This is an optimization exercise on Yosys and OpenROAD, whose aim is small area, a short achievable clock period and few clock cycles, not a production implementation. The RTL was checked by simulation tests, not by an equivalence proof against the original design. No activity file was given, so power comes from the tool's default toggle rates.

== build 73 ==
==> flow/design.v (excerpt) <==
module doom_fpga (
  input  logic                                clk,
  input  logic                                main_rst,
  output logic [doom_pkg::ADDR_W-1:0]         mem_address,
  output logic                                mem_read,
  output logic                                mem_write,
  output logic [doom_pkg::MEM_DATA_W-1:0]     mem_writedata,
  input  logic [doom_pkg::MEM_DATA_W-1:0]     mem_readdata,
  input  logic                                mem_waitrequest,
  output logic [doom_pkg::ADDR_W-1:0]         vga_address,
  output logic                                vga_write,
  output logic [doom_pkg::VGA_DATA_W-1:0]     vga_writedata,
  input  logic                                vga_waitrequest,
  input  logic [doom_pkg::HPS_ADDR_W-1:0]     hps_address,
  input  logic                                hps_read,
  input  logic                                hps_write,
  input  logic [doom_pkg::HOST_DATA_W-1:0]    hps_writedata,
  output logic [doom_pkg::HOST_DATA_W-1:0]    hps_readdata,
  output logic                                hps_waitrequest
);
Size: roughly 4600 flip-flops, ~170 I/O pins, ~0.13 mm² of cells after synthesis.
export LEC_CHECK = 0
export CAP_MARGIN = 20
export CORE_MARGIN = 2
export CORE_UTILIZATION = 55
export CTS_CLUSTER_DIAMETER = 120
export CTS_CLUSTER_SIZE = 25
export SETUP_SLACK_MARGIN = 3.65
export SLEW_MARGIN = 20
export SYNTH_MEMORY_MAX_BITS = 8192
create_clock -name core_clock -period 8.0 [get_ports {clk}]
standard.sh (not shown) runs the stock make flow with config.mk's settings and CLKGATE_MAP_FILE= SYNTH_SCRIPT=/design/flow/synth_recipe.tcl, a recipe that flattens the netlist after the stock synthesis.
==> flow/flow/run.sh <==
#!/bin/bash
set -euo pipefail
export BUFFER_PORTS_ARGS="-buffer_cell sky130_fd_sc_hd__buf_1"
export CTS_ARGS="-sink_clustering_enable -repair_clock_nets -sink_clustering_size 25 -sink_clustering_max_diameter 120 -dont_use_dummy_load"
export PRE_IO_PLACEMENT_TCL="$(pwd)/flow/io.tcl"
bash standard.sh > flow_make.log 2>&1
==> flow/flow/io.tcl <==
set_io_pin_constraint -group -order -region top:* -pin_names {hps_writedata[0] hps_readdata[0] hps_writedata[1] hps_readdata[1] hps_writedata[2] hps_readdata[2] hps_writedata[3] hps_readdata[3] hps_writedata[4] hps_readdata[4] hps_writedata[5] hps_readdata[5] hps_writedata[6] hps_readdata[6] hps_writedata[7] hps_readdata[7] hps_writedata[8] hps_readdata[8] hps_writedata[9] hps_readdata[9] hps_writedata[10] hps_readdata[10] hps_writedata[11] hps_readdata[11] hps_writedata[12] hps_readdata[12] hps_writedata[13] hps_readdata[13] hps_writedata[14] hps_readdata[14] hps_writedata[15] hps_readdata[15] hps_address[0] hps_address[1] hps_address[2] hps_write hps_read hps_writedata[16] hps_readdata[16] hps_writedata[17] hps_readdata[17] hps_writedata[18] hps_readdata[18] hps_writedata[19] hps_readdata[19] hps_writedata[20] hps_readdata[20] hps_writedata[21] hps_readdata[21] hps_writedata[22] hps_readdata[22] hps_writedata[23] hps_readdata[23] hps_writedata[24] hps_readdata[24] hps_writedata[25] hps_readdata[25] hps_writedata[26] hps_readdata[26] hps_writedata[27] hps_readdata[27] hps_writedata[28] hps_readdata[28] hps_writedata[29] hps_readdata[29] hps_writedata[30] hps_readdata[30] hps_writedata[31] hps_readdata[31]}
Testbench counts of build 73, summed over its fixed seeds: cycles 1,344,832.
Changes in build 23 relative to build 73:
==> flow/run.sh (new file) <==
#!/bin/bash
# synth_recipe.tcl (not shown) runs the flow's synth.tcl, then flattens the netlist and writes it again
# the make line also repeats each setting of config.mk as NAME=value (left out here)
make -C /OpenROAD-flow-scripts/flow DESIGN_CONFIG=/design/flow/config.mk WORK_HOME=/design/flow/orfs CLKGATE_MAP_FILE= SYNTH_SCRIPT=/design/flow/synth_recipe.tcl finish
removed: flow/flow/run.sh
removed: flow/flow/io.tcl
removed: flow/standard.sh
Results
Delta (build 23 minus build 73): relative area change from synthesis to final layout has increased; fmax has increased.
Against build 73, non-clock buffer total of the final layout in build 23 fell by a few percent.
What build 58 does differently from build 23 at the input level:
- swapping 3.65 for 3.75 in SETUP_SLACK_MARGIN
==> flow/flow/run.sh (new file) <==
#!/bin/bash
set -euo pipefail
export BUFFER_PORTS_ARGS="-buffer_cell sky130_fd_sc_hd__buf_1"
export CTS_ARGS="-sink_clustering_enable -repair_clock_nets -sink_clustering_size 25 -sink_clustering_max_diameter 120 -dont_use_dummy_load"
export PRE_IO_PLACEMENT_TCL="$(pwd)/flow/io.tcl"
bash standard.sh > flow_make.log 2>&1
==> flow/flow/io.tcl (new file) <==
set_io_pin_constraint -group -order -region top:* -pin_names {hps_writedata[0] hps_readdata[0] hps_writedata[1] hps_readdata[1] hps_writedata[2] hps_readdata[2] hps_writedata[3] hps_readdata[3] hps_writedata[4] hps_readdata[4] hps_writedata[5] hps_readdata[5] hps_writedata[6] hps_readdata[6] hps_writedata[7] hps_readdata[7] hps_writedata[8] hps_readdata[8] hps_writedata[9] hps_readdata[9] hps_writedata[10] hps_readdata[10] hps_writedata[11] hps_readdata[11] hps_writedata[12] hps_readdata[12] hps_writedata[13] hps_readdata[13] hps_writedata[14] hps_readdata[14] hps_writedata[15] hps_readdata[15] hps_address[0] hps_address[1] hps_address[2] hps_write hps_read hps_writedata[16] hps_readdata[16] hps_writedata[17] hps_readdata[17] hps_writedata[18] hps_readdata[18] hps_writedata[19] hps_readdata[19] hps_writedata[20] hps_readdata[20] hps_writedata[21] hps_readdata[21] hps_writedata[22] hps_readdata[22] hps_writedata[23] hps_readdata[23] hps_writedata[24] hps_readdata[24] hps_writedata[25] hps_readdata[25] hps_writedata[26] hps_readdata[26] hps_writedata[27] hps_readdata[27] hps_writedata[28] hps_readdata[28] hps_writedata[29] hps_readdata[29] hps_writedata[30] hps_readdata[30] hps_writedata[31] hps_readdata[31]}
==> flow/standard.sh (new file) <==
#!/bin/bash
# synth_recipe.tcl (not shown) runs the flow's synth.tcl, then flattens the netlist and writes it again
# the make line also repeats each setting of config.mk as NAME=value (left out here)
make -C /OpenROAD-flow-scripts/flow DESIGN_CONFIG=/design/flow/config.mk WORK_HOME=/design/flow/orfs CLKGATE_MAP_FILE= SYNTH_SCRIPT=/design/flow/synth_recipe.tcl "${@:-finish}"
removed: flow/run.sh
Compared with build 23, in build 58 final cell count saw little to no change; power saw a decrease; final hold slack saw a decrease.
Changes observed in build 58 relative to build 23: post-CTS setup-driven buffer insertion count moved down, I/O pin count level.

afterwards: timing with drivers on the ports:
How much do the figures lean on ideal ports? The routed layouts below were timed once more, with nothing changed but the port constraints.
Step 1 assumes that a clkbuf_16 drives the clock port and a buf_2 every other input.
Step 2 adds t to the input delays and takes it off the output delays; t is the mean of the earliest and latest rising clock arrival at the registers after step 1. Input paths then give back, and output paths get back, about the clock's delay inside the block.
Three values: no drivers, after step 1, after step 2; two values: the first two.
| run | t, ns | slack for setup (ns) | worst data-port slew with drivers (ns) |
|---|---|---|---|
| build 73 | 0.949 | 3.552 / 3.456 / 3.032 | 0.33 |
| build 23 | 0.970 | 3.603 / 3.517 / 2.907 | 0.15 |
| build 58 | 0.935 | 3.491 / 3.408 / 2.918 | 0.36 |
After both steps every run listed still meets setup and hold. For build 23, which loses most, drivers alone change the setup slack by -0.086 ns; drivers and shift together by -0.696 ns.
